Source: an optimization exercise on an open RTL-to-GDS flow (aim: small area, a short achievable clock period and few clock cycles per item). Production flows keep margins and buffers that such runs may drop.
RTL that was checked went through simulation tests only; none was proved equivalent to the original.
The RTL of runs 1 and 2 was laid out without a check of its function.

## design.v

```verilog
package skf_pkg;
    localparam int VALUE_W   = 32;
    localparam int COV_FRAC  = 30;
    localparam int COV_W     = COV_FRAC + 2;
    localparam int REG_W     = COV_W;
    localparam int CFG_IDX_W = 2;
    localparam int HI_W      = COV_FRAC;           
    localparam int CNT_W     = $clog2(COV_FRAC);
    localparam logic [CNT_W-1:0] CNT_LAST = CNT_W'(COV_FRAC - 1);
    localparam logic [CFG_IDX_W-1:0] REG_PROCESS_NOISE     = CFG_IDX_W'(0);
    localparam logic [CFG_IDX_W-1:0] REG_MEASUREMENT_NOISE = CFG_IDX_W'(1);
    localparam logic [REG_W-1:0] Q_RESET = REG_W'(1073742);
    localparam logic [REG_W-1:0] R_RESET = REG_W'(10737418);
    localparam logic [HI_W-1:0]  COV_HI_RESET = HI_W'(1) << (COV_FRAC - 2);
endpackage
import skf_pkg::*;
module skf_div (
    input  logic               i_first,    
    input  logic [COV_W-1:0]   i_rem,
    input  logic [COV_W-1:0]   i_den,
    input  logic               i_f0,       
    input  logic               i_f1,       
    input  logic [COV_W-1:0]   i_pred,
    input  logic [COV_W-1:0]   i_cl,
    input  logic [HI_W-1:0]    i_ch,
    output logic               o_q,
    output logic [COV_W-1:0]   o_rem,
    output logic [COV_W-1:0]   o_cl,
    output logic [HI_W-1:0]    o_ch
);
    logic [COV_W+1:0]   trial;
    logic               q;
    logic [COV_W-1:0]   cl;
    logic [HI_W-1:0]    ch, ch_dec;
    logic [COV_W+1:0]   ct;
    logic [COV_W-1:0]   cl0, cl1;
    logic [HI_W-1:0]    ch0, ch1;
    always_comb begin
        trial = {1'b0, i_rem, 1'b0} - {2'b0, i_den};
        q     = !i_f0 && (i_f1 || !trial[COV_W+1]);
        o_rem = trial[COV_W+1] ? {i_rem[COV_W-2:0], 1'b0} : trial[COV_W-1:0];
        cl     = i_first ? i_pred : i_cl;
        ch     = i_first ? '0 : i_ch;
        ch_dec = i_ch - HI_W'(1);
        ct     = {1'b0, cl, 1'b0} - {2'b0, i_pred};
        cl0    = {cl[COV_W-2:0], 1'b0};
        ch0    = {ch[HI_W-2:0], cl[COV_W-1]};
        cl1    = ct[COV_W-1:0];
        ch1    = {ct[COV_W+1] ? ch_dec[HI_W-2:0] : ch[HI_W-2:0], ct[COV_W]};
        o_q  = q;
        o_cl = q ? cl1 : cl0;
        o_ch = q ? ch1 : ch0;
    end
endmodule
import skf_pkg::*;
module scalar_kalman_filter_unit (
    input  logic                                 i_clk,
    input  logic                                 i_rst_n,
    input  logic                                 i_in_valid,
    output logic                                 o_in_stall,
    input  logic signed [skf_pkg::VALUE_W-1:0]   i_sample,
    output logic                                 o_out_valid,
    input  logic                                 i_out_stall,
    output logic signed [skf_pkg::VALUE_W-1:0]   o_estimate,
    input  logic                                 i_cfg_we,
    input  logic [skf_pkg::CFG_IDX_W-1:0]        i_cfg_index,
    input  logic [skf_pkg::REG_W-1:0]            i_cfg_data
);
    logic               r_rst_n;
    logic [REG_W-1:0]   r_q, r_r;
    logic               r_q_def, r_r_def;    
    logic [COV_W-1:0]   r_pred, r_den, r_rem, r_cl;
    logic [HI_W-1:0]    r_ch;
    logic               r_cov_one;           
    logic [VALUE_W-1:0] r_s;                 
    logic [VALUE_W-1:0] r_est;               
    logic [VALUE_W-1:0] r_el;
    logic [HI_W-1:0]    r_eh;
    logic [CNT_W-1:0]   r_cnt;
    logic               r_busy, r_first, r_ebusy, r_elast, r_qd;
    logic               r_pend, r_out_valid, r_stall;
    logic               we_q, we_r;
    logic               start, fin, last;
    logic               n_busy, n_pend, n_out_valid;
    logic [REG_W-1:0]   q_val, r_val;
    logic [COV_W-1:0]   cov;
    logic [COV_W:0]     pq_sum;
    logic [COV_W+1:0]   pqr_sum;
    logic [COV_W-1:0]   pred, den;
    logic [VALUE_W-1:0] est_u;
    logic               c29;
    logic [2:0]         fin_k;
    logic [HI_W-1:0]    eh_inc;
    logic [VALUE_W-1:0] est_next;
    logic [VALUE_W-1:0] x;
    logic [VALUE_W+1:0] et;
    logic               f0, f1, q;
    logic [COV_W-1:0]   n_rem, n_cl;
    logic [HI_W-1:0]    n_ch;
    assign we_q  = i_cfg_we && i_cfg_index == REG_PROCESS_NOISE;
    assign we_r  = i_cfg_we && i_cfg_index == REG_MEASUREMENT_NOISE;
    assign start = i_in_valid && !o_in_stall;
    assign fin   = r_pend && !r_out_valid;
    assign last  = r_cnt == CNT_LAST;
    assign est_u = {~r_est[VALUE_W-1], r_est[VALUE_W-2:0]};
    assign q_val = r_q_def ? Q_RESET : r_q;
    assign r_val = r_r_def ? R_RESET : r_r;
    always_comb begin
        cov     = r_cov_one ? COV_W'(1) << COV_FRAC : {r_ch, r_cl[COV_W-1:COV_W-2]};
        pq_sum  = {1'b0, cov} + {1'b0, q_val};
        pqr_sum = {2'b0, cov} + {2'b0, q_val} + {2'b0, r_val};
        pred    = pq_sum[COV_W] ? '1 : pq_sum[COV_W-1:0];
        den     = (pqr_sum[COV_W+1:COV_W] != 2'b0) ? '1 : pqr_sum[COV_W-1:0];
    end
    assign f0 = r_den == '0;
    assign f1 = r_pred == r_den;
    skf_div u_div (
        .i_first (r_first),
        .i_rem   (r_rem),
        .i_den   (r_den),
        .i_f0    (f0),
        .i_f1    (f1),
        .i_pred  (r_pred),
        .i_cl    (r_cl),
        .i_ch    (r_ch),
        .o_q     (q),
        .o_rem   (n_rem),
        .o_cl    (n_cl),
        .o_ch    (n_ch)
    );
    always_comb begin
        x      = r_qd ? r_s : est_u;
        et     = {1'b0, r_el, 1'b0} + {2'b0, x};
        eh_inc = r_eh + HI_W'(1);
    end
    always_comb begin
        c29      = ({1'b0, r_el[COV_FRAC-1:0]} + {1'b0, est_u[COV_FRAC-1:0]}) >> COV_FRAC;
        fin_k    = {1'b0, r_el[VALUE_W-1:COV_FRAC]} + {1'b0, est_u[VALUE_W-1:COV_FRAC]} + {2'b0, c29};
        est_next = {fin_k[2] ? eh_inc : r_eh, fin_k[1:0]};
    end
    always_comb begin
        n_busy      = start || (r_busy && !last);
        n_pend      = (r_ebusy && r_elast) || (r_pend && !fin);
        n_out_valid = fin || (r_out_valid && i_out_stall);
    end
    always_ff @(posedge i_clk) begin
        r_rst_n <= i_rst_n;
        if (we_q) r_q <= i_cfg_data;
        if (we_r) r_r <= i_cfg_data;
        if (we_q) r_q_def <= 1'b0;
        else if (!r_rst_n) r_q_def <= 1'b1;
        if (we_r) r_r_def <= 1'b0;
        else if (!r_rst_n) r_r_def <= 1'b1;
        if (!r_rst_n) begin
            r_cov_one   <= 1'b1;
            r_est       <= '0;
            r_busy      <= 1'b0;
            r_first     <= 1'b0;
            r_ebusy     <= 1'b0;
            r_pend      <= 1'b0;
            r_out_valid <= 1'b0;
            r_stall     <= 1'b0;
        end else begin
            if (start) r_cov_one <= 1'b0;
            if (fin) r_est <= {~est_next[VALUE_W-1], est_next[VALUE_W-2:0]};
            r_busy      <= n_busy;
            r_first     <= start;
            r_ebusy     <= r_busy;
            r_pend      <= n_pend;
            r_out_valid <= n_out_valid;
            r_stall     <= n_busy || n_pend || n_out_valid;
        end
        r_elast <= last;
        r_qd    <= q;
        if (r_busy) begin
            r_cl <= n_cl;
            r_ch <= n_ch;
        end
        if (!r_busy) begin
            r_pred <= pred;
            r_den  <= den;
            r_rem  <= pred;
            r_s    <= {~i_sample[VALUE_W-1], i_sample[VALUE_W-2:0]};
            r_cnt  <= '0;
        end else begin
            r_rem  <= n_rem;
            r_cnt  <= r_cnt + CNT_W'(1);
        end
        if (r_ebusy) begin
            r_el <= et[VALUE_W-1:0];
            r_eh <= {et[VALUE_W+1] ? eh_inc[HI_W-2:0] : r_eh[HI_W-2:0], et[VALUE_W]};
        end else if (!r_pend || !r_out_valid) begin
            r_el <= '0;
            r_eh <= '0;
        end
    end
    assign o_in_stall  = r_stall || !r_rst_n;
    assign o_out_valid = r_out_valid && r_rst_n;
    assign o_estimate  = r_est;
endmodule
```

## flow/run.sh

```bash
#!/bin/bash
# Standard layout, with timing repair aiming for 8.5 ns of setup slack.
set -euo pipefail
bash standard.sh SETUP_SLACK_MARGIN=8.5 finish > flow_make.log 2>&1
```

## standard.sh

```bash
#!/bin/bash
# synth_recipe.tcl (not shown) runs the flow's synth.tcl, then flattens the netlist and writes it again
# the make line also repeats each setting of config.mk as NAME=value (left out here)
make -C /OpenROAD-flow-scripts/flow DESIGN_CONFIG=/design/flow/config.mk WORK_HOME=/design/flow/orfs CLKGATE_MAP_FILE= SYNTH_SCRIPT=/design/flow/synth_recipe.tcl "${@:-finish}"
```

## config.mk

```make
export PLATFORM = sky130hd
export DESIGN_NAME = scalar_kalman_filter_unit
export DESIGN_NICKNAME = scalar_kalman_filter_unit
export VERILOG_FILES = /design/flow/design.v
export SDC_FILE = /design/flow/constraint.sdc
export NUM_CORES = 4
export LEC_CHECK = 0
export CAP_MARGIN = 20
export CORE_MARGIN = 2
export CORE_UTILIZATION = 40
export SLEW_MARGIN = 20
```

## constraint.sdc

```tcl
create_clock -name core_clock -period 12.0 [get_ports {i_clk}]
set_input_delay 2.4000 -clock core_clock [delete_from_list [all_inputs] [get_ports {i_clk}]]
set_output_delay 2.4000 -clock core_clock [all_outputs]
set_load 0.01 [all_outputs]
```

==> results of run 1 <==
-- routing by layer --
layer	vias up	share of wire [%]	track usage, %
li1	10536	-	-
met1	11021	45	32.82
met2	679	46	36.80
met3	159	6.0	3.475
met4	0	3.2	7.623
met5	-	0	0
-- placed cells by master, fill, tap and decap left out, drive strengths merged, types with 47 or more instances in the layout --
cell type	Yosys	final
xor2	64	64
a21oi	206	206
clkdlybuf4s50	0	70
o21ai	115	115
mux2	69	69
a21o	108	108
inv	195	198
nand3	47	47
nor2b	69	69
nand2	276	276
nand4	47	47
edfxtp	284	284
dfxtp	81	81
ha	190	190
and2	68	68
nor2	144	144
xnor2	168	168
buf	33	234
clkbuf	83	69
nand2b	58	58
nor3	49	49
-- kinds of logic after synthesis --
family | share of synthesized area, %
AND/OR/NAND/NOR | 16.60
buffers and inverters | 4.651
flip-flops | 38.39
XOR/XNOR | 7.685
multiplexers | 3.696
adder cells (fa/ha/maj) | 11.38
AO/OA/AOI/OAI | 17.60
-- stage by stage --
stage | worst slack, ns
after floorplan | 8.188
after global placement | 7.525
after detailed placement | 7.427
after CTS | 8.211
after global routing | 7.957
final | 8.134
-- worst register-to-register path: stages, from the launching register on --
cell and delay [ns]:
sky130_fd_sc_hd__dfxtp_4 0.42, sky130_fd_sc_hd__buf_12 0.17, sky130_fd_sc_hd__mux2_4 0.33, sky130_fd_sc_hd__ha_4 0.28, sky130_fd_sc_hd__and4_4 0.23, sky130_fd_sc_hd__nand2_2 0.05
sky130_fd_sc_hd__o211ai_1 0.17, sky130_fd_sc_hd__buf_4 0.16, sky130_fd_sc_hd__o21ai_4 0.07, sky130_fd_sc_hd__a311oi_2 0.35, sky130_fd_sc_hd__a41o_1 0.26, sky130_fd_sc_hd__nand4b_1 0.14
sky130_fd_sc_hd__buf_4 0.17, sky130_fd_sc_hd__and3_4 0.20, sky130_fd_sc_hd__buf_12 0.15, sky130_fd_sc_hd__buf_16 0.16, sky130_fd_sc_hd__a221o_1 0.31
-- repair_timing --
action                                  in CTS  in global routing
buffers inserted                           107                 61
endpoints found under the hold margin        0                  0
pin swaps                                  117                124
gates resized for setup                    528                234
cloned                                      22                  5
endpoints found under the setup margin     286                230
-- state kept, by name, indices dropped and copies added, names as in the netlist --
register / cells
r_busy: 1
r_ch: 30
r_cl: 32
r_cnt: 5
r_cov_one: 1
r_den: 32
r_ebusy: 1
r_eh: 30
r_el: 32
r_elast: 1
r_est: 32
r_first: 1
r_out_valid: 1
r_pend: 1
r_pred: 32
r_q: 32
r_q_def: 1
r_qd: 1
r_r: 32
r_r_def: 1
r_rem: 32
r_rst_n: 1
r_s: 32
r_stall: 1
-- worst max path at each step --
stage,startpoint,to,slack [ns]
6_report,r_first,r_ch[12],8.13
5_1_grt,r_el[1],r_est[29],7.96
4_1_cts,r_rst_n,o_out_valid,8.21
3_5_place_dp,r_first,r_ch[13],7.43
3_3_place_gp,r_qd,r_eh[28],7.53
2_1_floorplan,r_q_def,r_den[12],8.19
-- final cells by class --
class,instances,area [sq um],share of cell area [%]
inverters,195,750.7,2.179
well taps,864,1081,3.138
clock buffers,65,1252,3.635
flip-flops and latches,365,10290,29.86
repair buffers,311,3505,10.17
multi-input cells,2111,17420,50.56
clock inverters,19,158.9,0.4612
==> implementation parameters, run 1 <==
Parameter                              Value

Logic synthesis
  Yosys top cell area share    32.25%
  Synthesized netlist cell count    2782
  Total of flip-flops plus latches after synthesis    365
  Fraction of registers with async set/reset    0%
  Prevailing post-synth register cell    sky130_fd_sc_hd__edfxtp_1
  Largest cells by area after synthesis    sky130_fd_sc_hd__edfxtp_1 32%, sky130_fd_sc_hd__ha_1 9.0%, sky130_fd_sc_hd__dfxtp_1 6.1%, sky130_fd_sc_hd__xnor2_1 5.6%, sky130_fd_sc_hd__nand2_1 3.9%
  Cell Area, Synth    0.02644 sq mm
  Dominant cell by count in the synthesized netlist    sky130_fd_sc_hd__edfxtp_1
  Number of flops mapped to enable cells by yosys    284
  Synthesis warning total    2
  Sequential area share after synthesis    38.39%
  Distinct cells, synth    100
  Avg Inst Size Synth    9.505 sq um
  Net count after synthesis    3073
  Commonest cells in the synthesized netlist    284 x sky130_fd_sc_hd__edfxtp_1, 276 x sky130_fd_sc_hd__nand2_1, 205 x sky130_fd_sc_hd__a21oi_1
  Synth area leader    sky130_fd_sc_hd__edfxtp_1

Status
  Result of the run  no timing/DRC/antenna violations

Global route
  First-pass GRT wire length    124900 um
  Total congestion overflow    0
  Number of global-route vias before repair    22085
  Antenna violations before repair    0
  Largest net degree at the start of global routing    79
  GR Util All Layers    23.31%

Setup path
  Data arrival at the endpoint of the critical path    4.20 ns
  R2R Path End    r_ch[12]
  Delay contributed by the slowest stage of the critical path    0.42 ns
  Family with the most delay on the worst path    compound AO/OA/AOI/OAI gates
  Worst Path Required    12.33 ns
  Critical path type    flip-flop to flip-flop
  Critical path depth    16
  Worst reg2reg setup slack    8.13 ns
  Series of cell instances along the critical path    buf_12 > mux2_4 > ha_4 > and4_4 > nand2_2 > o211ai_1 > buf_4 > o21ai_4 > a311oi_2 > a41o_1 > nand4b_1 > buf_4 > and3_4 > buf_12 > buf_16 > a221o_1
  Worst flop-to-flop path startpoint    r_first
  CP Capture Type    flip-flop
  Element type at the critical path start    flip-flop
  Maximum fanout encountered on the critical timing path    6
  Bufs and invs on worst path    5
  Slowest library cell on the worst path    sky130_fd_sc_hd__dfxtp_4
  Worst reg2reg path depth    16

Drt
  Count of routing violations after the opening detailed-route iteration    1707
  Antenna Violating Nets Remaining    0
  1st-pass router iterations    6
  Total via count after detailed routing    22395
  Total length of routed wires    82630 um
  Drc violations    0
  Avg WL per Cell    21.02 um
  Detailed-route vias per instance    5.698

Worst hold path
  Worst hold path cell count    1
  Worst hold-check path type    flip-flop to flip-flop
  Worst Hold Endpoint    r_cnt[0]
  Launch instance of the worst min-delay path    r_cnt[0]

Layout
  Fraction of final layout cells sized beyond drive strength 1    25.18%
  Design area    0.03445 sq mm
  Final nets    3320
  Area delta synth->final    30.30%
  Utilization after layout    52.50%
  Antenna diode count    0
  Number of filler cells placed in the layout    5802
  Final std cells w/o fill    3930

Placement
  Post-detailed-placement half-perimeter wirelength    53090 um
  I/O Buffers    104
  Cell total after placement    3651
  Global placement routability congestion    0.9403
  Placed Area    0.02838 sq mm

Clock network
  TritonCTS clock tree    done
  CTS Hold Bufs    0
  Clock Pin Slew Worst Setup and Hold Paths    0.06 ns
  Cell chosen for the clock root    sky130_fd_sc_hd__clkbuf_16
  Buffers from clock root to sink, at most    3
  Clock sink count    365
  CTS H-tree depth    2
  Insertion delay of the later-clocked pin in the worst-skew pair    0.60 ns
  Number of buffers created by CTS    45

STA
  Tcrit/Tclk final    32.22%
  Finish-stage setup viols    0
  Post-Route Setup TNS    0 ns
  Shortest clock period the worst path allows after layout    3.866 ns
  Worst hold margin    0.4753 ns
  Achievable frequency    258.7 MHz
  Layout Skew    0.02250 ns
  Slew Limit Headroom    28.50%
  Pins Over Slew Limit    0
  Transition time of the tightest slew-check pin    1.072 ns
  Setup repair after global routing missed its margin    true
  Final-report hold violation count    0

Floorplan
  DIE AREA    0.06818 sq mm
  Starting density of the core    40.29%
  # IOs    105
  Chip Height    261.1 um
  Standard cell core area    0.06563 sq mm
  Width of the die    261.1 um
  Cell row count    94

Run
  # Max-Cap Violations    0
==> run 2, diff against run 1 <==
--- a/design.v
+++ b/design.v
@@ -5,13 +5,13 @@
     localparam int REG_W     = COV_W;
     localparam int CFG_IDX_W = 2;
     localparam int HI_W      = COV_FRAC;           
-    localparam int CNT_W     = $clog2(COV_FRAC);
-    localparam logic [CNT_W-1:0] CNT_LAST = CNT_W'(COV_FRAC - 1);
+    localparam int STEPS     = COV_FRAC / 2;       
+    localparam int CNT_W     = $clog2(STEPS);
+    localparam logic [CNT_W-1:0] CNT_LAST = CNT_W'(STEPS - 1);
     localparam logic [CFG_IDX_W-1:0] REG_PROCESS_NOISE     = CFG_IDX_W'(0);
     localparam logic [CFG_IDX_W-1:0] REG_MEASUREMENT_NOISE = CFG_IDX_W'(1);
     localparam logic [REG_W-1:0] Q_RESET = REG_W'(1073742);
     localparam logic [REG_W-1:0] R_RESET = REG_W'(10737418);
-    localparam logic [HI_W-1:0]  COV_HI_RESET = HI_W'(1) << (COV_FRAC - 2);
 endpackage
 import skf_pkg::*;
 module skf_div (
@@ -23,33 +23,56 @@
     input  logic [COV_W-1:0]   i_pred,
     input  logic [COV_W-1:0]   i_cl,
     input  logic [HI_W-1:0]    i_ch,
-    output logic               o_q,
+    output logic [1:0]         o_q,
     output logic [COV_W-1:0]   o_rem,
     output logic [COV_W-1:0]   o_cl,
     output logic [HI_W-1:0]    o_ch
 );
-    logic [COV_W+1:0]   trial;
-    logic               q;
+    localparam int TW = COV_W + 4;
+    logic [TW-1:0]      r4, d1, d2, t1, t2, t3;
+    logic               n1, n2, n3;
+    logic [1:0]         q;
     logic [COV_W-1:0]   cl;
     logic [HI_W-1:0]    ch, ch_dec;
-    logic [COV_W+1:0]   ct;
-    logic [COV_W-1:0]   cl0, cl1;
-    logic [HI_W-1:0]    ch0, ch1;
-    always_comb begin
-        trial = {1'b0, i_rem, 1'b0} - {2'b0, i_den};
-        q     = !i_f0 && (i_f1 || !trial[COV_W+1]);
-        o_rem = trial[COV_W+1] ? {i_rem[COV_W-2:0], 1'b0} : trial[COV_W-1:0];
+    logic [TW-1:0]      l4, p1, p2, c1, c2, c3;
+    logic [TW-1:0]      ct;
+    always_comb begin
+        r4 = TW'({i_rem, 2'b00});
+        d1 = TW'(i_den);
+        d2 = TW'({i_den, 1'b0});
+        t1 = r4 - d1;
+        t2 = r4 - d2;
+        t3 = r4 - d2 - d1;
+        n1 = t1[TW-1];
+        n2 = t2[TW-1];
+        n3 = t3[TW-1];
+        if (i_f0)      q = 2'd0;
+        else if (i_f1) q = 2'd3;
+        else           q = {!n2, !n3 || (!n1 && n2)};
+        case ({n3, n2, n1})
+            3'b000:  o_rem = t3[COV_W-1:0];
+            3'b100:  o_rem = t2[COV_W-1:0];
+            3'b110:  o_rem = t1[COV_W-1:0];
+            default: o_rem = r4[COV_W-1:0];
+        endcase
         cl     = i_first ? i_pred : i_cl;
         ch     = i_first ? '0 : i_ch;
         ch_dec = i_ch - HI_W'(1);
-        ct     = {1'b0, cl, 1'b0} - {2'b0, i_pred};
-        cl0    = {cl[COV_W-2:0], 1'b0};
-        ch0    = {ch[HI_W-2:0], cl[COV_W-1]};
-        cl1    = ct[COV_W-1:0];
-        ch1    = {ct[COV_W+1] ? ch_dec[HI_W-2:0] : ch[HI_W-2:0], ct[COV_W]};
+        l4     = TW'({cl, 2'b00});
+        p1     = TW'(i_pred);
+        p2     = TW'({i_pred, 1'b0});
+        c1     = l4 - p1;
+        c2     = l4 - p2;
+        c3     = l4 - p2 - p1;
+        case (q)
+            2'd0:    ct = l4;
+            2'd1:    ct = c1;
+            2'd2:    ct = c2;
+            default: ct = c3;
+        endcase
         o_q  = q;
-        o_cl = q ? cl1 : cl0;
-        o_ch = q ? ch1 : ch0;
+        o_cl = ct[COV_W-1:0];
+        o_ch = {ct[TW-1] ? ch_dec[HI_W-3:0] : ch[HI_W-3:0], ct[COV_W+1:COV_W]};
     end
 endmodule
 import skf_pkg::*;
@@ -77,7 +100,8 @@
     logic [VALUE_W-1:0] r_el;
     logic [HI_W-1:0]    r_eh;
     logic [CNT_W-1:0]   r_cnt;
-    logic               r_busy, r_first, r_ebusy, r_elast, r_qd;
+    logic [1:0]         r_qd;
+    logic               r_busy, r_first, r_ebusy, r_elast;
     logic               r_pend, r_out_valid, r_stall;
     logic               we_q, we_r;
     logic               start, fin, last;
@@ -92,9 +116,10 @@
     logic [2:0]         fin_k;
     logic [HI_W-1:0]    eh_inc;
     logic [VALUE_W-1:0] est_next;
-    logic [VALUE_W-1:0] x;
-    logic [VALUE_W+1:0] et;
-    logic               f0, f1, q;
+    logic [VALUE_W-1:0] x1, x0;
+    logic [VALUE_W+2:0] et;
+    logic               f0, f1;
+    logic [1:0]         q;
     logic [COV_W-1:0]   n_rem, n_cl;
     logic [HI_W-1:0]    n_ch;
     assign we_q  = i_cfg_we && i_cfg_index == REG_PROCESS_NOISE;
@@ -129,8 +154,9 @@
         .o_ch    (n_ch)
     );
     always_comb begin
-        x      = r_qd ? r_s : est_u;
-        et     = {1'b0, r_el, 1'b0} + {2'b0, x};
+        x1     = r_qd[1] ? r_s : est_u;
+        x0     = r_qd[0] ? r_s : est_u;
+        et     = {1'b0, r_el, 2'b00} + {2'b0, x1, 1'b0} + {3'b0, x0};
         eh_inc = r_eh + HI_W'(1);
     end
     always_comb begin
@@ -188,7 +214,7 @@
         end
         if (r_ebusy) begin
             r_el <= et[VALUE_W-1:0];
-            r_eh <= {et[VALUE_W+1] ? eh_inc[HI_W-2:0] : r_eh[HI_W-2:0], et[VALUE_W]};
+            r_eh <= {et[VALUE_W+2] ? eh_inc[HI_W-3:0] : r_eh[HI_W-3:0], et[VALUE_W+1:VALUE_W]};
         end else if (!r_pend || !r_out_valid) begin
             r_el <= '0;
             r_eh <= '0;
==> run 2 against run 1 <==
- first-iteration DRC count grew 51%
- wire length grew 39%
- setup slack lost 1.7 ns
- final cell count grew 31%
- still clean on timing, DRC and antenna
- critical endpoint is now r_ch[10]
- flip-flop and latch count is the same
- global-route usage grew 2.3 points
==> implementation parameters, run 2 <==
Parameter                              Value

Clock network
  Clock Pin Slew Worst Setup and Hold Paths    0.06 ns
  CTS H-tree depth    2
  Clock sink count    365
  Buffers from clock root to sink, at most    3
  Insertion delay of the later-clocked pin in the worst-skew pair    0.59 ns
  TritonCTS clock tree    done
  CTS Hold Bufs    0
  Cell chosen for the clock root    sky130_fd_sc_hd__clkbuf_16
  Number of buffers created by CTS    43

Logic synthesis
  Commonest cells in the synthesized netlist    316 x sky130_fd_sc_hd__ha_1, 284 x sky130_fd_sc_hd__edfxtp_1, 252 x sky130_fd_sc_hd__nor2_1
  Sequential area share after synthesis    30.65%
  Avg Inst Size Synth    9.166 sq um
  Dominant cell by count in the synthesized netlist    sky130_fd_sc_hd__ha_1
  Synthesized netlist cell count    3613
  Prevailing post-synth register cell    sky130_fd_sc_hd__edfxtp_1
  Number of flops mapped to enable cells by yosys    284
  Yosys top cell area share    25.75%
  Fraction of registers with async set/reset    0%
  Synthesis warning total    2
  Net count after synthesis    4069
  Synth Area in Compound Gates    21.09%
  Distinct cells, synth    93
  Cell Area, Synth    0.03312 sq mm
  XOR/XNOR Fraction of Synth Area    8.225%
  Total of flip-flops plus latches after synthesis    365
  Simple-gate area share of the yosys netlist    15.99%
  Main combinational cell family by area after synthesis    compound AO/OA/AOI/OAI gates
  Synth area leader    sky130_fd_sc_hd__edfxtp_1
  Largest cells by area after synthesis    sky130_fd_sc_hd__edfxtp_1 26%, sky130_fd_sc_hd__ha_1 12%, sky130_fd_sc_hd__dfxtp_1 4.9%, sky130_fd_sc_hd__xnor2_1 4.7%, sky130_fd_sc_hd__fa_1 4.2%
  Adder-cell share of the synthesized area    16.11%
  Mux cell area share after synthesis    3.873%

STA
  Pins Over Slew Limit    0
  Finish-stage setup viols    0
  Achievable frequency    179.0 MHz
  Slew Limit Headroom    22.76%
  Transition time of the tightest slew-check pin    1.126 ns
  Post-Route Setup TNS    0 ns
  Layout Skew    0.02550 ns
  Final-report hold violation count    0
  Worst hold margin    0.4681 ns
  Setup repair after global routing missed its margin    true
  Shortest clock period the worst path allows after layout    5.585 ns
  Tcrit/Tclk final    46.54%

Setup path
  Critical path type    flip-flop to flip-flop
  R2R Path End    r_ch[10]
  Top cell by count, worst path    sky130_fd_sc_hd__buf_12
  Maximum fanout encountered on the critical timing path    8
  Critical Path Sink    r_ch[10]
  Data arrival at the endpoint of the critical path    6.00 ns
  Worst flop-to-flop path startpoint    r_first
  Worst reg2reg path depth    25
  Worst Path Required    12.42 ns
  Slowest library cell on the worst path    sky130_fd_sc_hd__or4_4
  Worst setup path start    r_first
  Family with the most delay on the worst path    compound AO/OA/AOI/OAI gates
  CP Capture Type    flip-flop
  Worst reg2reg setup slack    6.41 ns
  Bufs and invs on worst path    6
  Element type at the critical path start    flip-flop
  Delay contributed by the slowest stage of the critical path    0.54 ns
  Critical path depth    25

Layout
  Design area    0.04449 sq mm
  Final nets    4486
  Most frequent standard cell in the layout excluding fill and tap cells    sky130_fd_sc_hd__edfxtp_1
  Antenna diode count    0
  Most frequent cells in the layout    284 x sky130_fd_sc_hd__edfxtp_1, 252 x sky130_fd_sc_hd__ha_1, 247 x sky130_fd_sc_hd__buf_4
  Fraction of final layout cells sized beyond drive strength 1    30.18%
  Area delta synth->final    34.33%
  Utilization after layout    54.27%

Drt
  Detailed-routed wire length on met3    7807 um
  Wire length the detailed router placed on met1    50260 um
  Total via count after detailed routing    30195
  Met2 routed wirelength    52510 um
  Total length of routed wires    114600 um
  Detailed-route vias per instance    5.880
  Antenna Violating Nets Remaining    0
  1st-pass router iterations    5
  Avg WL per Cell    22.32 um
  Count of routing violations after the opening detailed-route iteration    2583
  Drc violations    0
  Max Used Layer    met5

Floorplan
  # IOs    105
  Starting density of the core    40.40%
  DIE AREA    0.08511 sq mm
  Chip Height    291.7 um
  Cell row count    105
  Width of the die    291.7 um
  Standard cell core area    0.08198 sq mm

Placement
  Placed Area    0.03603 sq mm
  Post-detailed-placement half-perimeter wirelength    77100 um
  Global placement routability congestion    0.9627
  I/O Buffers    104

Global route
  Number of global-route vias before repair    29143
  Total congestion overflow    0
  Largest net degree at the start of global routing    66
  GR Util All Layers    25.62%
  Antenna violations before repair    2
  First-pass GRT wire length    171400 um

Status
  Result of the run  no timing/DRC/antenna violations

Worst hold path
  Worst hold-check path type    flip-flop to flip-flop

Run
  # Max-Cap Violations    0
==> run 2: changes by cell type in the layout (fill, tap and decap cells not counted), moves of 34 or more <==
cell                       delta
sky130_fd_sc_hd__a22oi_1     +38
sky130_fd_sc_hd__buf_4      +112
sky130_fd_sc_hd__nor2_1     +100
sky130_fd_sc_hd__fa_1        +34
sky130_fd_sc_hd__buf_6       +34
sky130_fd_sc_hd__a211oi_1    +34
sky130_fd_sc_hd__nand2_1     -61
sky130_fd_sc_hd__o21ai_0     +45
sky130_fd_sc_hd__ha_1       +111
sky130_fd_sc_hd__xor2_1      +59
sky130_fd_sc_hd__a21oi_1     +36
==> run 2: worst register-to-register path, delay by kind of cell (launching register included) <==
family	cells	cell delay, ns
AO/OA/AOI/OAI	10	1.65
AND/OR/NAND/NOR	5	1.42
buffers and inverters	6	0.86
adder cells (fa/ha/maj)	2	0.64
flip-flops	1	0.39
multiplexers	1	0.32
XOR/XNOR	1	0.15
==> run 2: per-layer routing <==
layer | GRT usage (%) | vias to the layer above
li1 | - | 14176
met1 | 35.21 | 14736
met2 | 42.02 | 1048
met3 | 3.212 | 231
met4 | 7.770 | 4
met5 | 0 | -
==> run 2: final cells by class <==
cell class                 count  area, sq um
clock inverter                22        245.2
tap                         1070         1339
clock buffer                  58         1224
multi-input combinational   2917        25400
sequential                   365        10300
timing repair buffer         480         5116
inverter                     223        862.1
fill                        7114        37490
==> run 2: logic make-up (layout without fill, tap and decap cells) <==
family	count (synthesis)	in the layout
AND/OR/NAND/NOR	1052	1054
flip-flops	365	365
XOR/XNOR	311	311
AO/OA/AOI/OAI	1050	1051
buffers and inverters	334	783
adder cells (fa/ha/maj)	385	385
multiplexers	116	116
==> run 2: how the worst min path moves through the flow <==
stage          cells past startpoint  endpoint      from
2_1_floorplan                      1  r_cnt[0]  r_cnt[0]
3_3_place_gp                       1  r_cnt[0]  r_cnt[0]
6_report                           1  r_cnt[0]  r_cnt[0]
5_1_grt                            1  r_cnt[0]  r_cnt[0]
4_1_cts                            1  r_cnt[0]  r_cnt[0]
3_5_place_dp                       1  r_cnt[0]  r_cnt[0]
==> run 2: repair_timing <==
action                                  in CTS  in global routing
cloned                                      25                  3
resized for setup                          697                298
pin swaps                                  238                219
endpoints found under the setup margin     277                261
setup buffers                              231                 93
==> run 2: metrics by stage <==
stage	setup WS, ns	instances
6_report	6.415	5135
5_1_grt	6.266	5135
4_1_cts	6.489	5039
3_5_place_dp	5.406	4703
3_3_place_gp	5.497	4703
2_1_floorplan	6.788	3613
==> run 3, diff against run 2 <==
--- a/design.v
+++ b/design.v
@@ -15,7 +15,6 @@
 endpackage
 import skf_pkg::*;
 module skf_div (
-    input  logic               i_first,    
     input  logic [COV_W-1:0]   i_rem,
     input  logic [COV_W-1:0]   i_den,
     input  logic               i_f0,       
@@ -32,8 +31,7 @@
     logic [TW-1:0]      r4, d1, d2, t1, t2, t3;
     logic               n1, n2, n3;
     logic [1:0]         q;
-    logic [COV_W-1:0]   cl;
-    logic [HI_W-1:0]    ch, ch_dec;
+    logic [HI_W-1:0]    ch_dec;
     logic [TW-1:0]      l4, p1, p2, c1, c2, c3;
     logic [TW-1:0]      ct;
     always_comb begin
@@ -55,10 +53,8 @@
             3'b110:  o_rem = t1[COV_W-1:0];
             default: o_rem = r4[COV_W-1:0];
         endcase
-        cl     = i_first ? i_pred : i_cl;
-        ch     = i_first ? '0 : i_ch;
         ch_dec = i_ch - HI_W'(1);
-        l4     = TW'({cl, 2'b00});
+        l4     = TW'({i_cl, 2'b00});
         p1     = TW'(i_pred);
         p2     = TW'({i_pred, 1'b0});
         c1     = l4 - p1;
@@ -72,7 +68,7 @@
         endcase
         o_q  = q;
         o_cl = ct[COV_W-1:0];
-        o_ch = {ct[TW-1] ? ch_dec[HI_W-3:0] : ch[HI_W-3:0], ct[COV_W+1:COV_W]};
+        o_ch = {ct[TW-1] ? ch_dec[HI_W-3:0] : i_ch[HI_W-3:0], ct[COV_W+1:COV_W]};
     end
 endmodule
 import skf_pkg::*;
@@ -94,15 +90,16 @@
     logic               r_q_def, r_r_def;    
     logic [COV_W-1:0]   r_pred, r_den, r_rem, r_cl;
     logic [HI_W-1:0]    r_ch;
-    logic               r_cov_one;           
+    logic [COV_W-1:0]   r_cov;               
     logic [VALUE_W-1:0] r_s;                 
     logic [VALUE_W-1:0] r_est;               
     logic [VALUE_W-1:0] r_el;
     logic [HI_W-1:0]    r_eh;
     logic [CNT_W-1:0]   r_cnt;
     logic [1:0]         r_qd;
-    logic               r_busy, r_first, r_ebusy, r_elast;
-    logic               r_pend, r_out_valid, r_stall;
+    logic               r_busy, r_ebusy, r_elast;
+    logic               r_pend, r_out_valid;
+    logic               r_o_valid, r_o_stall;   
     logic               we_q, we_r;
     logic               start, fin, last;
     logic               n_busy, n_pend, n_out_valid;
@@ -131,7 +128,7 @@
     assign q_val = r_q_def ? Q_RESET : r_q;
     assign r_val = r_r_def ? R_RESET : r_r;
     always_comb begin
-        cov     = r_cov_one ? COV_W'(1) << COV_FRAC : {r_ch, r_cl[COV_W-1:COV_W-2]};
+        cov     = r_cov;
         pq_sum  = {1'b0, cov} + {1'b0, q_val};
         pqr_sum = {2'b0, cov} + {2'b0, q_val} + {2'b0, r_val};
         pred    = pq_sum[COV_W] ? '1 : pq_sum[COV_W-1:0];
@@ -140,7 +137,6 @@
     assign f0 = r_den == '0;
     assign f1 = r_pred == r_den;
     skf_div u_div (
-        .i_first (r_first),
         .i_rem   (r_rem),
         .i_den   (r_den),
         .i_f0    (f0),
@@ -178,37 +174,35 @@
         if (we_r) r_r_def <= 1'b0;
         else if (!r_rst_n) r_r_def <= 1'b1;
         if (!r_rst_n) begin
-            r_cov_one   <= 1'b1;
+            r_cov       <= COV_W'(1) << COV_FRAC;
             r_est       <= '0;
             r_busy      <= 1'b0;
-            r_first     <= 1'b0;
             r_ebusy     <= 1'b0;
             r_pend      <= 1'b0;
             r_out_valid <= 1'b0;
-            r_stall     <= 1'b0;
         end else begin
-            if (start) r_cov_one <= 1'b0;
+            if (r_busy && last) r_cov <= {n_ch, n_cl[COV_W-1:COV_W-2]};
             if (fin) r_est <= {~est_next[VALUE_W-1], est_next[VALUE_W-2:0]};
             r_busy      <= n_busy;
-            r_first     <= start;
             r_ebusy     <= r_busy;
             r_pend      <= n_pend;
             r_out_valid <= n_out_valid;
-            r_stall     <= n_busy || n_pend || n_out_valid;
         end
+        r_o_valid <= i_rst_n && r_rst_n && n_out_valid;
+        r_o_stall <= !i_rst_n || (r_rst_n && (n_busy || n_pend || n_out_valid));
         r_elast <= last;
         r_qd    <= q;
-        if (r_busy) begin
-            r_cl <= n_cl;
-            r_ch <= n_ch;
-        end
         if (!r_busy) begin
+            r_cl   <= pred;
+            r_ch   <= '0;
             r_pred <= pred;
             r_den  <= den;
             r_rem  <= pred;
             r_s    <= {~i_sample[VALUE_W-1], i_sample[VALUE_W-2:0]};
             r_cnt  <= '0;
         end else begin
+            r_cl   <= n_cl;
+            r_ch   <= n_ch;
             r_rem  <= n_rem;
             r_cnt  <= r_cnt + CNT_W'(1);
         end
@@ -220,7 +214,7 @@
             r_eh <= '0;
         end
     end
-    assign o_in_stall  = r_stall || !r_rst_n;
-    assign o_out_valid = r_out_valid && r_rst_n;
+    assign o_in_stall  = r_o_stall;
+    assign o_out_valid = r_o_valid;
     assign o_estimate  = r_est;
 endmodule
==> flow/run.sh (replaced) <==
#!/bin/bash
# Standard layout, with timing repair aiming for 7 ns of setup slack.
set -euo pipefail
bash standard.sh SETUP_SLACK_MARGIN=7 finish > flow_make.log 2>&1
==> run 3 against run 2 <==
- still clean on timing, DRC and antenna
- clock-buffer cell count down 1
- first-iteration DRC count up 2.2%
- fmax up 2.0%
- worst hold slack worse by 0.0022 ns
- wire length up 0.91%
- final cell count down 1.3%
- die area up 1.7%
- non-clock buffer count down 192
- critical path type unchanged
==> implementation parameters, run 3 <==
Parameter                              Value

Status
  Result of the run  no timing/DRC/antenna violations

Setup path
  Top cell by count, worst path    sky130_fd_sc_hd__buf_4
  Worst reg2reg setup slack    6.52 ns
  CP Capture Type    flip-flop
  Maximum fanout encountered on the critical timing path    5
  Family with the most delay on the worst path    compound AO/OA/AOI/OAI gates
  Bufs and invs on worst path    4
  Delay contributed by the slowest stage of the critical path    0.51 ns
  Element type at the critical path start    flip-flop
  Data arrival at the endpoint of the critical path    6.02 ns
  Critical path depth    24
  Worst Path Required    12.54 ns
  Worst flop-to-flop path startpoint    r_den[0]
  Slowest library cell on the worst path    sky130_fd_sc_hd__or4_4
  Critical path type    flip-flop to flip-flop
  R2R Path End    r_cov[31]
  Worst reg2reg path depth    24
  Series of cell instances along the critical path    inv_2 > fa_2 > a211oi_4 > o211ai_2 > a311o_1 > a31oi_4 > o21ai_4 > nor2b_4 > o22ai_4 > xnor2_2 > ha_1 > buf_4 > buf_4 > nand4_1 > nor2_1 > nand2_1 > a21oi_2 > o211a_1 > a41oi_4 > a21o_4 > and2_4 > buf_12 > or4_4 > a311oi_2
  Worst setup path start    r_den[0]

STA
  Layout Skew    0.04097 ns
  Pins Over Slew Limit    0
  Achievable frequency    182.5 MHz
  Tcrit/Tclk final    45.65%
  Finish-stage setup viols    0
  Post-Route Setup TNS    0 ns
  Transition time of the tightest slew-check pin    0.9683 ns
  Setup repair after global routing missed its margin    true
  Slew Limit Headroom    35.45%
  Shortest clock period the worst path allows after layout    5.478 ns
  Final-report hold violation count    0

Logic synthesis
  Prevailing post-synth register cell    sky130_fd_sc_hd__edfxtp_1
  Synthesized netlist cell count    3733
  Avg Inst Size Synth    9.024 sq um
  Sequential area share after synthesis    30.01%
  Yosys top cell area share    19.79%
  Cell Area, Synth    0.03369 sq mm
  Net count after synthesis    4189
  Distinct cells, synth    103
  Number of flops mapped to enable cells by yosys    222
  Total of flip-flops plus latches after synthesis    394
  Commonest cells in the synthesized netlist    316 x sky130_fd_sc_hd__ha_1, 301 x sky130_fd_sc_hd__a21oi_1, 254 x sky130_fd_sc_hd__nand2_1
  Synth area leader    sky130_fd_sc_hd__edfxtp_1
  Largest cells by area after synthesis    sky130_fd_sc_hd__edfxtp_1 20%, sky130_fd_sc_hd__ha_1 12%, sky130_fd_sc_hd__dfxtp_1 10%, sky130_fd_sc_hd__xnor2_1 5.5%, sky130_fd_sc_hd__a21oi_1 4.5%
  Synthesis warning total    2
  Dominant cell by count in the synthesized netlist    sky130_fd_sc_hd__ha_1
  Fraction of registers with async set/reset    0%

Worst hold path
  Launch instance of the worst min-delay path    r_cnt[0]
  Worst Hold Endpoint    r_cnt[0]
  Worst hold-check path type    flip-flop to flip-flop
  Worst hold path cell count    1

Global route
  GR Util All Layers    25.72%
  First-pass GRT wire length    174000 um
  Antenna violations before repair    3
  Largest net degree at the start of global routing    72
  Total congestion overflow    0
  Number of global-route vias before repair    29023

Layout
  Final nets    4402
  Design area    0.04077 sq mm
  Number of filler cells placed in the layout    7864
  Area delta synth->final    21.02%
  Most frequent standard cell in the layout excluding fill and tap cells    sky130_fd_sc_hd__ha_1
  Most frequent cells in the layout    300 x sky130_fd_sc_hd__ha_1, 255 x sky130_fd_sc_hd__a21oi_1, 243 x sky130_fd_sc_hd__nand2_1
  Fraction of final layout cells sized beyond drive strength 1    16.50%

Drt
  Total length of routed wires    115600 um
  Count of routing violations after the opening detailed-route iteration    2639
  1st-pass router iterations    8
  Detailed-route vias per instance    5.978
  Avg WL per Cell    22.82 um
  Drc violations    0
  Antenna Violating Nets Remaining    0
  Total via count after detailed routing    30296

Floorplan
  DIE AREA    0.08656 sq mm
  # IOs    105
  Standard cell core area    0.08356 sq mm
  Width of the die    294.2 um
  Cell row count    106
  Chip Height    294.2 um
  Starting density of the core    40.32%

Clock network
  Cell chosen for the clock root    sky130_fd_sc_hd__clkbuf_16
  Number of buffers created by CTS    50
  Clock sink count    394
  CTS H-tree depth    2
  Buffers from clock root to sink, at most    3
  Insertion delay of the later-clocked pin in the worst-skew pair    0.63 ns
  Clock Pin Slew Worst Setup and Hold Paths    0.07 ns
  TritonCTS clock tree    done

Run
  # Max-Cap Violations    0

Placement
  Post-detailed-placement half-perimeter wirelength    83700 um
  Placed Area    0.03597 sq mm
  I/O Buffers    104
  Global placement routability congestion    0.9647
## run 3: how the worst max path moves through the flow
stage,end
after detailed placement,r_cov[31]
after global routing,r_cov[16]
after CTS,r_ch[26]
final,r_cov[31]
after global placement,r_cov[31]
after floorplan,r_ch[23]
## run 3: layout make-up
cell class                      instances  area, sq um  area share, %
Antenna cell                            1        2.502       0.006138
Clock buffer                           57         1329          3.259
Tap cell                             1080         1351          3.315
Sequential cell                       394        10110          24.81
Inverter                              188        710.7          1.743
Multi-Input combinational cell       3024        23940          58.72
Timing Repair Buffer                  288         2942          7.215
Clock inverter                         36        381.6         0.9360
## run 3: cell families after synthesis
group	after synthesis	synth area share, %
buf+inv	319	3.729
compound gates	1153	23.08
simple gates	1078	16.25
xor+xnor	320	8.364
fa+ha+maj	385	15.84
mux	84	2.734
flops	394	30.01
## run 3: layer usage
layer / global-route usage (%) / vias up / routed length [um]
met5: 0 / - / 30
met4: 8.798 / 4 / 4140
met3: 3.225 / 189 / 7300
met2: 40.88 / 1015 / 52110
met1: 35.95 / 14755 / 52040
li1: - / 14333 / -
## run 3: timing repair
| action | CTS | global route |
|---|---|---|
| hold buffers | 0 | 0 |
| pin swaps | 126 | 102 |
| setup endpoints to repair | 218 | 202 |
| gates resized for setup | 243 | 117 |
| cloned | 13 | 5 |
| buffers inserted | 87 | 51 |
## run 3: per-stage QoR
step	cells	util, %	hold WS (ns)	worst slack [ns]
after floorplan	3733	-	0.4297	6.750
after global placement	4818	43.05	0.4484	5.925
after detailed placement	4818	43.05	0.4499	5.840
after CTS	5011	47.50	0.4633	6.663
after global routing	5068	48.79	0.4902	6.366
final	5068	48.79	0.4658	6.522
Testbench counts of run 3, summed over its fixed seeds: cycles 32,928, items 2,048.
==> run 4, diff against run 3 <==
==> run.sh (new file) <==
#!/bin/bash
# synth_recipe.tcl (not shown) runs the flow's synth.tcl, then flattens the netlist and writes it again
# the make line also repeats each setting of config.mk as NAME=value (left out here)
make -C /OpenROAD-flow-scripts/flow DESIGN_CONFIG=/design/flow/config.mk WORK_HOME=/design/flow/orfs CLKGATE_MAP_FILE= SYNTH_SCRIPT=/design/flow/synth_recipe.tcl finish
--- a/config.mk
+++ b/config.mk
@@ -8,4 +8,5 @@
 export CAP_MARGIN = 20
 export CORE_MARGIN = 2
 export CORE_UTILIZATION = 40
+export SETUP_SLACK_MARGIN = 5
 export SLEW_MARGIN = 20
removed: flow/run.sh
removed: standard.sh
==> run 4 against run 3 <==
- core utilization shrank 4.0 points
- register-to-register slack got worse by 1.2 ns
- largest cell class unchanged
- final cell count decreased by 3.2%
- wire length decreased by 8.6%
- flip-flop and latch count unchanged
==> implementation parameters, run 4 <==
Parameter                              Value

Logic synthesis
  Sequential area share after synthesis    30.01%
  Total of flip-flops plus latches after synthesis    394
  Yosys top cell area share    19.79%
  Commonest cells in the synthesized netlist    316 x sky130_fd_sc_hd__ha_1, 301 x sky130_fd_sc_hd__a21oi_1, 254 x sky130_fd_sc_hd__nand2_1
  Prevailing post-synth register cell    sky130_fd_sc_hd__edfxtp_1
  Avg Inst Size Synth    9.024 sq um
  Number of flops mapped to enable cells by yosys    222
  Distinct cells, synth    103
  Cell Area, Synth    0.03369 sq mm
  Synthesis warning total    2
  Largest cells by area after synthesis    sky130_fd_sc_hd__edfxtp_1 20%, sky130_fd_sc_hd__ha_1 12%, sky130_fd_sc_hd__dfxtp_1 10%, sky130_fd_sc_hd__xnor2_1 5.5%, sky130_fd_sc_hd__a21oi_1 4.5%
  Dominant cell by count in the synthesized netlist    sky130_fd_sc_hd__ha_1
  Synth area leader    sky130_fd_sc_hd__edfxtp_1
  Fraction of registers with async set/reset    0%
  Net count after synthesis    4189
  Synthesized netlist cell count    3733

Floorplan
  Chip Height    294.2 um
  DIE AREA    0.08656 sq mm
  # IOs    105
  Width of the die    294.2 um
  Standard cell core area    0.08356 sq mm
  Cell row count    106
  Starting density of the core    40.32%

Clock network
  Clock Pin Slew Worst Setup and Hold Paths    0.06 ns
  TritonCTS clock tree    done
  Clock sink count    394
  Cell chosen for the clock root    sky130_fd_sc_hd__clkbuf_16
  Insertion delay of the later-clocked pin in the worst-skew pair    0.60 ns
  CTS H-tree depth    2
  Resize count post-CTS    0
  CTS Hold Bufs    0
  Setup bufs post-CTS    0
  Buffers from clock root to sink, at most    3
  Number of buffers created by CTS    48

STA
  Pins Over Slew Limit    0
  Finish-stage setup viols    0
  Shortest clock period the worst path allows after layout    6.648 ns
  Layout Skew    0.02111 ns
  Final-report hold violation count    0
  Setup repair after global routing missed its margin    false
  Worst hold margin    0.4666 ns
  Slew Limit Headroom    26.68%
  Post-Route Setup TNS    0 ns
  Transition time of the tightest slew-check pin    1.097 ns
  Achievable frequency    150.4 MHz
  Tcrit/Tclk final    55.40%

Setup path
  Worst Path Required    12.51 ns
  CP Capture Type    flip-flop
  Critical path type    flip-flop to flip-flop
  Maximum fanout encountered on the critical timing path    12
  Data arrival at the endpoint of the critical path    7.16 ns
  Element type at the critical path start    flip-flop

Placement
  Placed Area    0.03584 sq mm
  I/O Buffers    104
  Post-detailed-placement half-perimeter wirelength    80740 um
  Global placement routability congestion    0.9365

Run
  # Max-Cap Violations    0

Status
  Result of the run  no timing/DRC/antenna violations

Drt
  Met2 routed wirelength    47630 um
  Count of routing violations after the opening detailed-route iteration    2393
  Total length of routed wires    105700 um
  Total via count after detailed routing    28847
  Max Used Layer    met5
  Detailed-route vias per instance    5.880
  Antenna Violating Nets Remaining    0
  Wire length the detailed router placed on met1    48360 um
  Avg WL per Cell    21.54 um
  Drc violations    0
  Detailed-routed wire length on met3    5853 um
  1st-pass router iterations    7

Layout
  Fraction of final layout cells sized beyond drive strength 1    7.057%
  Most frequent standard cell in the layout excluding fill and tap cells    sky130_fd_sc_hd__ha_1
  Design area    0.03743 sq mm
  Final nets    4243
  Antenna diode count    0
  Utilization after layout    44.80%
  Number of filler cells placed in the layout    8201
  Area delta synth->final    11.12%
  Most frequent cells in the layout    316 x sky130_fd_sc_hd__ha_1, 300 x sky130_fd_sc_hd__a21oi_1, 254 x sky130_fd_sc_hd__nand2_1

Global route
  Antenna violations before repair    2
  Largest net degree at the start of global routing    86
  Total congestion overflow    0
  GR Util All Layers    24.20%
  Number of global-route vias before repair    27938
  First-pass GRT wire length    164300 um

Worst hold path
  Worst hold-check path type    flip-flop to flip-flop
[run 4: cell counts after synthesis]
No cell type changed its count.
[run 4: worst paths after layout]
kind / startpoint / endpoint / slack [ns] / cells past startpoint
max reg2reg: r_den[0] / r_ch[5] / 5.35 / 21
min reg2reg: r_cnt[0] / r_cnt[0] / 0.47 / 1
min: r_cnt[0] / r_cnt[0] / 0.47 / 1
max: r_den[0] / r_ch[5] / 5.35 / 21
[run 4: kinds of logic (layout without fill, tap and decap cells)]
| logic type | after synthesis | count (layout) | synth area share [%] |
|---|---|---|---|
| muxes | 84 | 84 | 2.734 |
| xor gates and xnor gates | 320 | 320 | 8.364 |
| AOI/OAI and AO/OA | 1153 | 1153 | 23.08 |
| DFF | 394 | 394 | 30.01 |
| buffers and inverters | 319 | 412 | 3.729 |
| and+or+nand+nor | 1078 | 1078 | 16.25 |
| adders and majority gates | 385 | 385 | 15.84 |
[run 4: worst max-delay path, cell delays in order, from the launching register on]
cell and delay, ns:
sky130_fd_sc_hd__edfxtp_1 0.46, sky130_fd_sc_hd__inv_1 0.14, sky130_fd_sc_hd__fa_1 0.46, sky130_fd_sc_hd__a211oi_2 0.29
sky130_fd_sc_hd__o211ai_2 0.21, sky130_fd_sc_hd__a311o_1 0.35, sky130_fd_sc_hd__a31oi_1 0.28, sky130_fd_sc_hd__o21ai_0 0.27
sky130_fd_sc_hd__nor2b_1 0.21, sky130_fd_sc_hd__o22ai_1 0.16, sky130_fd_sc_hd__xnor2_1 0.18, sky130_fd_sc_hd__ha_1 0.32
sky130_fd_sc_hd__or2_1 0.25, sky130_fd_sc_hd__a21oi_1 0.20, sky130_fd_sc_hd__nor2_1 0.07, sky130_fd_sc_hd__a221o_1 0.38
sky130_fd_sc_hd__o211a_1 0.28, sky130_fd_sc_hd__a41oi_2 0.43, sky130_fd_sc_hd__nand2_1 0.35, sky130_fd_sc_hd__a22oi_2 0.59
sky130_fd_sc_hd__or4b_1 0.51, sky130_fd_sc_hd__a21oi_1 0.16
[run 4: final cells by class]
class                   instances  area [sq um]  share of cell area (%)
clock buffers                  68          1399                   3.737
well taps                    1080          1351                   3.610
flip-flops and latches        394         10110                   27.02
repair buffers                135          1281                   3.423
inverters                     188         710.7                   1.899
clock inverters                21         182.7                  0.4880
multi-input cells            3020         22390                   59.82
[run 4: through the flow]
stage	setup WS (ns)	instances
4_1_cts	5.446	4905
2_1_floorplan	6.418	3733
3_3_place_gp	5.565	4816
6_report	5.352	4906
3_5_place_dp	5.488	4816
5_1_grt	5.024	4906
[run 4: per-layer routing]
metal  up-vias  global-route usage (%)
li1      14018                       -
met1     13827                   33.42
met2       820                   38.94
met3       178                   2.938
met4         4                   8.437
met5         -                       0
==> run 5, diff against run 4 <==
==> flow/run.sh (new file) <==
#!/bin/bash
# Standard layout, with timing repair aiming for 6 ns of setup slack.
set -euo pipefail
bash standard.sh SETUP_SLACK_MARGIN=6 finish > flow_make.log 2>&1
==> standard.sh (new file) <==
#!/bin/bash
# synth_recipe.tcl (not shown) runs the flow's synth.tcl, then flattens the netlist and writes it again
# the make line also repeats each setting of config.mk as NAME=value (left out here)
make -C /OpenROAD-flow-scripts/flow DESIGN_CONFIG=/design/flow/config.mk WORK_HOME=/design/flow/orfs CLKGATE_MAP_FILE= SYNTH_SCRIPT=/design/flow/synth_recipe.tcl "${@:-finish}"
--- a/config.mk
+++ b/config.mk
@@ -8,5 +8,4 @@
 export CAP_MARGIN = 20
 export CORE_MARGIN = 2
 export CORE_UTILIZATION = 40
-export SETUP_SLACK_MARGIN = 5
 export SLEW_MARGIN = 20
removed: run.sh
==> run 5 against run 4 <==
- area after synthesis unchanged
- final cell count increased by 0.61%
- non-clock buffer count is 28 higher
- via count is 0.64% higher
- core utilization rose by 0.58 points
- die area unchanged
- cell area grew 1.3%
- wire length is 1.3% higher
- critical path depth is 1 higher
- worst hold slack got worse by 0.0012 ns
- critical path type unchanged
- highest routed layer unchanged
==> implementation parameters, run 5 <==
Parameter                              Value

Layout
  Number of filler cells placed in the layout    8175
  Most frequent cells in the layout    310 x sky130_fd_sc_hd__ha_1, 291 x sky130_fd_sc_hd__a21oi_1, 253 x sky130_fd_sc_hd__nand2_1
  Antenna diode count    0
  Fraction of final layout cells sized beyond drive strength 1    8.688%
  Most frequent standard cell in the layout excluding fill and tap cells    sky130_fd_sc_hd__ha_1
  Final nets    4273
  Design area    0.03792 sq mm
  Area delta synth->final    12.56%

Logic synthesis
  Total of flip-flops plus latches after synthesis    394
  XOR/XNOR Fraction of Synth Area    8.364%
  Adder-cell share of the synthesized area    15.84%
  Largest cells by area after synthesis    sky130_fd_sc_hd__edfxtp_1 20%, sky130_fd_sc_hd__ha_1 12%, sky130_fd_sc_hd__dfxtp_1 10%, sky130_fd_sc_hd__xnor2_1 5.5%, sky130_fd_sc_hd__a21oi_1 4.5%
  Cell Area, Synth    0.03369 sq mm
  Avg Inst Size Synth    9.024 sq um
  Synthesis warning total    2
  Commonest cells in the synthesized netlist    316 x sky130_fd_sc_hd__ha_1, 301 x sky130_fd_sc_hd__a21oi_1, 254 x sky130_fd_sc_hd__nand2_1
  Synthesized netlist cell count    3733
  Net count after synthesis    4189
  Synth area leader    sky130_fd_sc_hd__edfxtp_1
  Mux cell area share after synthesis    2.734%
  Main combinational cell family by area after synthesis    compound AO/OA/AOI/OAI gates
  Prevailing post-synth register cell    sky130_fd_sc_hd__edfxtp_1
  Fraction of registers with async set/reset    0%
  Dominant cell by count in the synthesized netlist    sky130_fd_sc_hd__ha_1
  Yosys top cell area share    19.79%
  Simple-gate area share of the yosys netlist    16.25%
  Distinct cells, synth    103
  Synth Area in Compound Gates    23.08%
  Sequential area share after synthesis    30.01%
  Number of flops mapped to enable cells by yosys    222

Setup path
  Worst Path Required    12.50 ns
  Critical path type    flip-flop to flip-flop
  Family with the most delay on the worst path    compound AO/OA/AOI/OAI gates
  Data arrival at the endpoint of the critical path    6.30 ns
  Delay contributed by the slowest stage of the critical path    0.52 ns
  Slowest library cell on the worst path    sky130_fd_sc_hd__edfxtp_1
  Series of cell instances along the critical path    inv_2 > ha_2 > o211ai_1 > o211ai_2 > a311o_1 > a31oi_4 > o21ai_4 > nor2b_1 > o22ai_2 > xnor2_1 > ha_1 > or2_1 > a21oi_2 > nor2_1 > a221o_1 > o211a_1 > a41oi_4 > nand2_4 > and2_1 > buf_6 > or4_1 > a311oi_1
  Worst reg2reg setup slack    6.20 ns
  CP Capture Type    flip-flop
  Maximum fanout encountered on the critical timing path    36
  Element type at the critical path start    flip-flop
  Bufs and invs on worst path    2

Floorplan
  Starting density of the core    40.32%
  # IOs    105
  Standard cell core area    0.08356 sq mm
  Width of the die    294.2 um
  Cell row count    106
  DIE AREA    0.08656 sq mm
  Chip Height    294.2 um

Drt
  Total via count after detailed routing    29032
  Avg WL per Cell    21.69 um
  1st-pass router iterations    8
  Drc violations    0
  Count of routing violations after the opening detailed-route iteration    2462
  Detailed-route vias per instance    5.882
  Antenna Violating Nets Remaining    0
  Total length of routed wires    107100 um

Clock network
  Insertion delay of the later-clocked pin in the worst-skew pair    0.60 ns
  TritonCTS clock tree    done
  Cell chosen for the clock root    sky130_fd_sc_hd__clkbuf_16
  Clock Pin Slew Worst Setup and Hold Paths    0.06 ns
  Buffers from clock root to sink, at most    3
  CTS H-tree depth    2
  Clock sink count    394
  Number of buffers created by CTS    48
  CTS Hold Bufs    0

Placement
  Placed Area    0.03584 sq mm
  I/O Buffers    104
  Post-detailed-placement half-perimeter wirelength    80740 um
  Global placement routability congestion    0.9365

Global route
  Largest net degree at the start of global routing    86
  First-pass GRT wire length    164800 um
  GR Util All Layers    24.30%
  Global Route met1 Usage    33.50%
  Met2 layer usage reported by global route    39.08%
  Number of global-route vias before repair    28063
  Total congestion overflow    0
  M3 GR Usage    2.923%
  Highest-utilization routing layer at the global route stage    met2
  Antenna violations before repair    2

STA
  Pins Over Slew Limit    0
  Transition time of the tightest slew-check pin    1.094 ns
  Achievable frequency    172.3 MHz
  Final-report hold violation count    0
  Setup repair after global routing missed its margin    true
  Post-Route Setup TNS    0 ns
  Shortest clock period the worst path allows after layout    5.805 ns
  Finish-stage setup viols    0
  Tcrit/Tclk final    48.37%
  Slew Limit Headroom    26.83%
  Layout Skew    0.02351 ns

Worst hold path
  Worst hold-check path type    flip-flop to flip-flop

Status
  Result of the run  no timing/DRC/antenna violations

Run
  # Max-Cap Violations    0
-- run 5: cell count changes in the layout (fill, tap and decap cells not counted), sizes merged --
| cell | delta |
|---|---|
| a31oi | +1 |
| buf | +28 |
| nor2 | +1 |
-- run 5: worst paths after layout --
path	cells past startpoint	end	start
min reg2reg	1	r_cnt[0]	r_cnt[0]
max reg2reg	22	r_cov[31]	r_den[3]
min	1	r_cnt[0]	r_cnt[0]
max	22	r_cov[31]	r_den[3]
-- run 5: cells by family after synthesis --
logic type	Yosys count
AOI/OAI and AO/OA	1153
xor gates and xnor gates	320
adders and majority gates	385
buffers and inverters	319
DFF	394
muxes	84
and+or+nand+nor	1078
-- run 5: cell type report --
| type | count | area (sq um) | area share [%] |
|---|---|---|---|
| Clock buffer | 68 | 1399 | 3.689 |
| Clock inverter | 21 | 182.7 | 0.4818 |
| Inverter | 188 | 710.7 | 1.874 |
| Multi-Input combinational cell | 3022 | 22660 | 59.75 |
| Sequential cell | 394 | 10120 | 26.68 |
| Tap cell | 1080 | 1351 | 3.564 |
| Timing Repair Buffer | 163 | 1504 | 3.966 |
-- run 5: per-layer routing --
| metal | routed length (um) | vias to the layer above | share of wire, % |
|---|---|---|---|
| met3 | 5984 | 183 | 5.6 |
| li1 | - | 14072 | - |
| met2 | 48360 | 833 | 45 |
| met1 | 48690 | 13940 | 45 |
| met4 | 3982 | 4 | 3.7 |
| met5 | 30 | - | 0.028 |
-- run 5: what timing repair did --
item / CTS / global route
resized for setup: 13 / 42
pin swaps: 6 / 16
gates cloned: 1 / 1
setup buffers: 8 / 21
endpoints found under the setup margin: 113 / 147
-- run 5: worst reg2reg max path: stages (launching register included) --
cell and delay, ns:
sky130_fd_sc_hd__edfxtp_1 0.52, sky130_fd_sc_hd__inv_2 0.14, sky130_fd_sc_hd__ha_2 0.32, sky130_fd_sc_hd__o211ai_1 0.25, sky130_fd_sc_hd__o211ai_2 0.16, sky130_fd_sc_hd__a311o_1 0.44
sky130_fd_sc_hd__a31oi_4 0.23, sky130_fd_sc_hd__o21ai_4 0.10, sky130_fd_sc_hd__nor2b_1 0.17, sky130_fd_sc_hd__o22ai_2 0.11, sky130_fd_sc_hd__xnor2_1 0.18, sky130_fd_sc_hd__ha_1 0.32
sky130_fd_sc_hd__or2_1 0.27, sky130_fd_sc_hd__a21oi_2 0.16, sky130_fd_sc_hd__nor2_1 0.06, sky130_fd_sc_hd__a221o_1 0.38, sky130_fd_sc_hd__o211a_1 0.29, sky130_fd_sc_hd__a41oi_4 0.34
sky130_fd_sc_hd__nand2_4 0.15, sky130_fd_sc_hd__and2_1 0.19, sky130_fd_sc_hd__buf_6 0.19, sky130_fd_sc_hd__or4_1 0.48, sky130_fd_sc_hd__a311oi_1 0.25
-- run 5: through the flow --
| stage | util, % | instances | setup WS, ns | hold slack [ns] |
|---|---|---|---|---|
| 6_report | 45.38 | 4936 | 6.195 | 0.4654 |
| 5_1_grt | 45.38 | 4936 | 5.993 | 0.4977 |
| 4_1_cts | 44.94 | 4914 | 6.002 | 0.4709 |
| 3_5_place_dp | 42.89 | 4816 | 5.488 | 0.4568 |
| 3_3_place_gp | 42.89 | 4816 | 5.565 | 0.4456 |
| 2_1_floorplan | - | 3733 | 6.418 | 0.4297 |

[separate check: timing with driven ports]
Ports are ideal in the flow. The routed layouts listed here were re-timed in OpenROAD. Step 1, drivers: a clkbuf_16 drives i_clk and a buf_2 each remaining input, both assumed. Step 2 moves the port delays by t, midway between the first and last clock arrival at a register: inputs arrive t later, outputs are due t later. That takes back most of the time a late clock gives input paths. a / b / c = ideal / step 1 / step 2; a / b = the first two.
run	t, ns	setup WS [ns]	worst hold slack (ns)	clock arrival spread, ns	cell pins on the clock port's net
run 1	0.649	8.134 / 8.134 / 7.977	0.475 / 0.475 / 0.475	0.024 / 0.023	1
run 2	0.648	6.415 / 6.415 / 6.415	0.468 / 0.468 / 0.468	0.026 / 0.026	1
run 3	0.672	6.522 / 6.522 / 6.522	0.466 / 0.466 / 0.466	0.051 / 0.051	1
run 4	0.661	5.352 / 5.352 / 5.352	0.467 / 0.467 / 0.467	0.021 / 0.021	1
run 5	0.661	6.195 / 6.195 / 6.195	0.465 / 0.465 / 0.465	0.024 / 0.023	1
After both steps every run listed still meets setup and hold. For run 1, which loses most, drivers alone change the setup slack by 0.000 ns; drivers and shift together by -0.157 ns.
